Context: an optimization exercise on an open-source flow, tuned for small area. The choices shown serve that exercise and are no tape-out recipe.
Only simulation tests tie the RTL to the original design; equivalence was not proved.
Power and IR drop assume default switching activity.

==> run R: inputs <==
==> flow/design.v (excerpt) <==
module cfg_commit_ctrl
#(
    parameter int unsigned NREGS       = efi_cfg_pkg::NUM_REGS,
    parameter int unsigned TIMEOUT_CYC = 1000000
) (
    input  logic                   clk,
    input  logic                   rst_n,
    input  logic                   wr_en,
    input  logic [3:0]             wr_addr,
    input  logic [15:0]            wr_data,
    input  logic                   commit_req,
    input  logic                   abort,
    input  logic                   synced,
    input  logic                   trigger,
    input  logic [5:0]             outputs_busy,
    output logic [NREGS*16-1:0]    active_regs,
    output logic                   shadow_dirty,
    output logic                   commit_pending,
    output logic                   commit_done,
    output logic                   commit_err,
    output logic [2:0]             err_code
);
clock: 10.0 ns
lec_check: 0
cap_margin: 20
core_margin: 2
core_utilization: 60
cts_buf_list: sky130_fd_sc_hd__clkbuf_8
cts_cluster_diameter: 50
cts_cluster_size: 16
slew_margin: 20
standard.sh (not shown) runs the stock make flow with config.mk's settings and CLKGATE_MAP_FILE= SYNTH_SCRIPT=/design/flow/synth_recipe.tcl, a recipe that flattens the netlist after the stock synthesis.
==> flow/flow/run.sh <==
#!/bin/bash
# The standard layout with these changes:
#  - each port is buffered by the smallest buffer cell (buf_1);
#  - clock tree synthesis uses clkbuf_8 and adds no dummy loads (its other
#    arguments are the standard ones, with config.mk's cluster size and diameter);
#  - after the standard synthesis (registers and adders untouched):
#      flow/fa_polarity.py picks the polarity of each full adder and of the
#      AND/NAND gates feeding them so that fewer inverters are needed;
#      flow/remap.ys re-maps the other combinational cells with an area-oriented
#      ABC script (a 20-second &deepsyn, then area-oriented mapping);
#      flow/fa_polarity.py runs once more on the result.
#    Each step keeps the logic function and the registers.
set -euo pipefail
export BUFFER_PORTS_ARGS="-buffer_cell sky130_fd_sc_hd__buf_1"
export CTS_ARGS="-sink_clustering_enable -repair_clock_nets -sink_clustering_size 16 -sink_clustering_max_diameter 50 -dont_use_dummy_load -buf_list sky130_fd_sc_hd__clkbuf_8"
R=orfs/results/${FLOW_PLATFORM}/cfg_commit_ctrl/base
LIB=${FLOW_HOME}/platforms/${FLOW_PLATFORM}/lib/sky130_fd_sc_hd__tt_025C_1v80.lib
YOSYS=${FLOW_HOME}/../tools/install/yosys/bin/yosys
[[ -x "$YOSYS" ]] || YOSYS=yosys
bash standard.sh synth > flow_synth.log 2>&1
cp "$R/1_2_yosys.v" synth_standard.v
python3 flow/fa_polarity.py synth_standard.v remap_in.v > fa_polarity.log 2>&1
sed -e "s|{LIB}|$LIB|g" -e "s|{TOP}|$FLOW_TOP|g" flow/remap.ys > remap_run.ys
"$YOSYS" -s remap_run.ys > remap.log 2>&1
python3 flow/fa_polarity.py remap_out.v "$R/1_2_yosys.v" >> fa_polarity.log 2>&1
rm -f "$R/1_synth.odb" "$R/1_synth.sdc"
bash standard.sh > flow_standard.log 2>&1
Other scripts of this flow, unchanged in this note and not shown: flow/flow/fa_polarity.py, flow/flow/remap.abc, flow/flow/remap.ys
==> run D: changes against run R <==
Settings changed: CORE_UTILIZATION 60 to 70.
==> notes.md <==
| metric | run D | run R |
|---|---|---|
| Maximum fanout along the worst path | 21 | 18 |
| Synth Net Count | 1550 | 1557 |
| Source of the worst register-to-register timing path | shadow[17] | shadow[33] |
| Number of tap cells added at floorplan | 335 | 390 |
| Result of the run | no timing/DRC/antenna violations | no timing/DRC/antenna violations |
| Global-route track usage on met2 | 55.38% | 49.26% |
| Met3 Use GR | 10.24% | 9.079% |
| HPWL after detailed placement | 32900 um | 33610 um |
| Final worst path period share | 64.83% | 61.03% |
| Initial core utilization | 70.54% | 61.21% |
| Via-per-instance ratio | 6.759 | 6.379 |
| Share of total power in the clock network | 30.0% | 30.2% |
| Gr usage total | 37.15% | 32.35% |
| Power in combinational cells | 166 uW | 170 uW |
| Vias in the first global route | 13520 | 13360 |
| Flip-flop and latch share of the layout cell area | 52.38% | 52.14% |
| Routed met2 length | 23660 um | 24000 um |
| Fin util | 79.73% | 69.64% |
| Capture point of the worst reg-to-reg path | err_code[2] | err_code[1] |
| Start point of the worst min-delay path | tmo[6] | tmo[1] |
| Wire length of the first global-routing pass | 77650 um | 78660 um |
| Power consumed by the clock network | 1000 uW | 1020 uW |
| Number of diodes | 0 | 2 |
| Worst Hold Endpoint | tmo[7] | tmo[2] |
| Count of buffers not belonging to the clock network in the layout | 328 | 329 |

* * *

==> inputs of v5 <==
cfg_commit_ctrl, a different RTL version from the one above (not shown whole).
export LEC_CHECK = 0
export CAP_MARGIN = 20
export CORE_MARGIN = 2
export CORE_UTILIZATION = 40
export SLEW_MARGIN = 20
create_clock -name core_clock -period 10.0 [get_ports {clk}]
==> flow/flow/run.sh <==
#!/bin/bash
# Standard layout, with each port buffered by the smallest buffer cell.
set -euo pipefail
export BUFFER_PORTS_ARGS="-buffer_cell sky130_fd_sc_hd__buf_1"
bash standard.sh > flow_standard.log 2>&1
==> inputs of v19, as changes to v5 <==
Settings changed: CTS_CLUSTER_DIAMETER from default to 70, CTS_CLUSTER_SIZE from default to 30.
==> qor summary <==
item                                                                v5             v19
Worst max-slew margin expressed relative to the limit            30.8%           31.8%
Number of CTS-inserted buffers                                      55              30
GR met1 Demand/Resource                                          32.4%           32.3%
Final worst hold slack                                        0.403 ns        0.409 ns
Final design utilization                                         47.5%           46.0%
Mean routed wirelength per cell                                24.4 um         24.5 um
Power in the clock group                                     0.00220 W       0.00149 W
Post-Layout Cell Count                                           2,792           2,741
Hold Path End                                          tmo[13]$_DFF_P_  tmo[8]$_DFF_P_
Total length of routed met3 wires                              4860 um         4830 um
Cell leakage power                                             9.98 nW         9.57 nW
Vias per cell                                                     5.51            5.51
Status                                no timing/DRC/antenna violations  no timing/DRC/antenna violations
Data arrival time of the critical path                         9.95 ns        10.00 ns
Combinational share of power                                      5.4%            6.3%

* * *

==> inputs of branch fjord <==
cfg_commit_ctrl with an RTL version that a note above also has.
Settings: LEC_CHECK=0, CAP_MARGIN=20, CORE_MARGIN=2, CORE_UTILIZATION=70, CTS_BUF_LIST=sky130_fd_sc_hd__clkbuf_4, CTS_CLUSTER_DIAMETER=40, CTS_CLUSTER_SIZE=10, SLEW_MARGIN=20; clock period 10.0 ns.
==> flow/flow/run.sh <==
#!/bin/bash
# The standard layout with these changes:
#  - each port is buffered by the smallest buffer cell (buf_1);
#  - clock tree synthesis uses clkbuf_4 and adds no dummy loads (its other
#    arguments are the standard ones, with config.mk's cluster size and diameter);
#  - after the standard synthesis (registers and adders untouched):
#      flow/fa_polarity.py picks the polarity of each full adder and of the
#      AND/NAND gates feeding them so that fewer inverters are needed;
#      flow/remap.ys re-maps the other combinational cells with an area-oriented
#      ABC script (a 20-second &deepsyn, then area-oriented mapping), three
#      times with different seeds, keeping the smallest result;
#      flow/fa_polarity.py runs once more on the result.
#    Each step keeps the logic function and the registers.
set -euo pipefail
export BUFFER_PORTS_ARGS="-buffer_cell sky130_fd_sc_hd__buf_1"
export CTS_ARGS="-sink_clustering_enable -repair_clock_nets -sink_clustering_size 10 -sink_clustering_max_diameter 40 -dont_use_dummy_load -buf_list sky130_fd_sc_hd__clkbuf_4"
R=orfs/results/${FLOW_PLATFORM}/cfg_commit_ctrl/base
LIB=${FLOW_HOME}/platforms/${FLOW_PLATFORM}/lib/sky130_fd_sc_hd__tt_025C_1v80.lib
YOSYS=${FLOW_HOME}/../tools/install/yosys/bin/yosys
[[ -x "$YOSYS" ]] || YOSYS=yosys
bash standard.sh synth > flow_synth.log 2>&1
cp "$R/1_2_yosys.v" synth_standard.v
python3 flow/fa_polarity.py synth_standard.v remap_in.v > fa_polarity.log 2>&1
best=""
best_area=""
for seed in 1 2 3; do
  sed -e "s|-T 20|-T 20 -S $seed|" flow/remap.abc > "remap_$seed.abc"
  sed -e "s|{LIB}|$LIB|g" -e "s|{TOP}|$FLOW_TOP|g" -e "s|flow/remap.abc|remap_$seed.abc|" \
      -e "s|remap_out.v|remap_out_$seed.v|" -e "s|remap_stat.txt|remap_stat_$seed.txt|" \
      flow/remap.ys > "remap_run_$seed.ys"
  "$YOSYS" -s "remap_run_$seed.ys" > "remap_$seed.log" 2>&1
  area=$(sed -nE "s/.*Chip area for module .*: ([0-9.]+).*/\1/p" "remap_stat_$seed.txt")
  echo "seed $seed: area $area" >> remap_choice.log
  if [[ -z "$best" ]] || awk -v a="$area" -v b="$best_area" 'BEGIN { exit !(a < b) }'; then
    best=$seed
    best_area=$area
  fi
done
echo "kept seed $best" >> remap_choice.log
python3 flow/fa_polarity.py "remap_out_$best.v" "$R/1_2_yosys.v" >> fa_polarity.log 2>&1
rm -f "$R/1_synth.odb" "$R/1_synth.sdc"
bash standard.sh > flow_standard.log 2>&1
==> flow/flow/remap.abc <==
strash
&get -n
&st
&deepsyn -T 20
&dch
&nf -a
&put
topo
Other scripts of this flow, unchanged in this note and not shown: flow/flow/fa_polarity.py, flow/flow/remap.ys
==> branch xenon: changes against branch fjord <==
==> flow/flow/run.sh (replaced) <==
#!/bin/bash
# The standard layout with these changes:
#  - each port is buffered by the smallest buffer cell (buf_1);
#  - clock tree synthesis uses clkbuf_8 and adds no dummy loads (its other
#    arguments are the standard ones, with config.mk's cluster size and diameter);
#  - after the standard synthesis (registers and adders untouched):
#      flow/fa_polarity.py picks the polarity of each full adder and of the
#      AND/NAND gates feeding them so that fewer inverters are needed;
#      flow/remap.ys re-maps the other combinational cells with an area-oriented
#      ABC script;
#      flow/fa_polarity.py runs once more on the result.
#    Each step keeps the logic function and the registers.
set -euo pipefail
export BUFFER_PORTS_ARGS="-buffer_cell sky130_fd_sc_hd__buf_1"
export CTS_ARGS="-sink_clustering_enable -repair_clock_nets -sink_clustering_size 16 -sink_clustering_max_diameter 50 -dont_use_dummy_load -buf_list sky130_fd_sc_hd__clkbuf_8"
R=orfs/results/${FLOW_PLATFORM}/cfg_commit_ctrl/base
LIB=${FLOW_HOME}/platforms/${FLOW_PLATFORM}/lib/sky130_fd_sc_hd__tt_025C_1v80.lib
YOSYS=${FLOW_HOME}/../tools/install/yosys/bin/yosys
[[ -x "$YOSYS" ]] || YOSYS=yosys
bash standard.sh synth > flow_synth.log 2>&1
cp "$R/1_2_yosys.v" synth_standard.v
python3 flow/fa_polarity.py synth_standard.v remap_in.v > fa_polarity.log 2>&1
sed -e "s|{LIB}|$LIB|g" -e "s|{TOP}|$FLOW_TOP|g" flow/remap.ys > remap_run.ys
"$YOSYS" -s remap_run.ys > remap.log 2>&1
python3 flow/fa_polarity.py remap_out.v "$R/1_2_yosys.v" >> fa_polarity.log 2>&1
rm -f "$R/1_synth.odb" "$R/1_synth.sdc"
bash standard.sh > flow_standard.log 2>&1
==> flow/flow/remap.abc (replaced) <==
strash
&get -n
&st
&dch
&nf -a
&put
topo
Settings changed: CORE_UTILIZATION 70 to 40, CTS_BUF_LIST sky130_fd_sc_hd__clkbuf_4 to sky130_fd_sc_hd__clkbuf_8, CTS_CLUSTER_DIAMETER 40 to 50, CTS_CLUSTER_SIZE 10 to 16.
==> notes.md <==
Result of the run: branch xenon no timing/DRC/antenna violations; branch fjord no timing/DRC/antenna violations
Number of clock buffer instances in the layout: branch xenon 50; branch fjord 61
X dimension of the die: branch xenon 218 um; branch fjord 165 um
Detailed-router iteration count before antenna repair: branch xenon 5; branch fjord 10
Worst-skew pair later-pin latency: branch xenon 690 ps; branch fjord 770 ps
Met3 usage in global routing: branch xenon 6.56%; branch fjord 10.2%
First-pass GRT wire length: branch xenon 90,000 um; branch fjord 76,600 um
Switch share: branch xenon 23.9%; branch fjord 23.6%
Chip Height: branch xenon 218 um; branch fjord 165 um
Via-to-Cell Ratio: branch xenon 5.83; branch fjord 6.75
Vias after detailed routing: branch xenon 14,400; branch fjord 14,700
Average size of a mapped cell: branch xenon 12.5 um2; branch fjord 12.5 um2
Pin count of the biggest net entering global routing: branch xenon 173; branch fjord 224
Fillcell total: branch xenon 4,263; branch fjord 1,631
Dpl ws: branch xenon 3310 ps; branch fjord 3810 ps
Post-layout power: branch xenon 3.49 mW; branch fjord 3.25 mW
Worst setup margin: branch xenon 3330 ps; branch fjord 3770 ps
Initial cell density of the core: branch xenon 40.5%; branch fjord 70.7%
CP max FO: branch xenon 19; branch fjord 18
Met3 wirelength from detailed routing: branch xenon 4970 um; branch fjord 6390 um
Non-clock inverters: branch xenon 21; branch fjord 25
Actual transition at the worst max-transition pin: branch xenon 1110 ps; branch fjord 1160 ps
Flop-to-flop setup slack: branch xenon 3330 ps; branch fjord 3770 ps
Combinational gate power: branch xenon 182 uW; branch fjord 163 uW
Clock share of power: branch xenon 32.5%; branch fjord 28.1%
Clock-pin slew of the registers on the worst-case setup and hold paths: branch xenon 90 ps; branch fjord 110 ps

[port drivers added, routing unchanged]
How much do the figures lean on ideal ports? The routed layouts below were timed once more, with nothing changed but the port constraints. Step 1, drivers: a clkbuf_16 drives clk and a buf_2 each remaining input, both assumed. Step 2 moves the port delays by t, midway between the first and last clock arrival at a register: inputs arrive t later, outputs are due t later. That takes back most of the time a late clock gives input paths. Slacks: ideal / step 1 / step 2; pairs: ideal / step 1.
| run | t, ns | slack for setup (ns) | hold WS [ns] | worst setup path after step 2 | worst data-port slew with drivers (ns) |
|---|---|---|---|---|---|
| run R | 0.603 | 3.897 / 3.897 / 3.897 | 0.416 / 0.416 / 0.416 | register to register | 0.09 |
| run D | 0.594 | 3.517 / 3.517 / 3.517 | 0.413 / 0.413 / 0.413 | register to register | 0.07 |
| v5 | 0.661 | 0.560 / 0.560 / 0.560 | 0.403 / 0.403 / 0.403 | register to register | 0.07 |
| v19 | 0.691 | 0.554 / 0.554 / 0.554 | 0.409 / 0.409 / 0.409 | register to register | 0.08 |
| branch fjord | 0.747 | 3.772 / 3.772 / 3.772 | 0.386 / 0.386 / 0.386 | register to register | 0.07 |
| branch xenon | 0.684 | 3.325 / 3.325 / 3.325 | 0.368 / 0.368 / 0.368 | register to register | 0.10 |
After both steps every run listed still meets setup and hold.
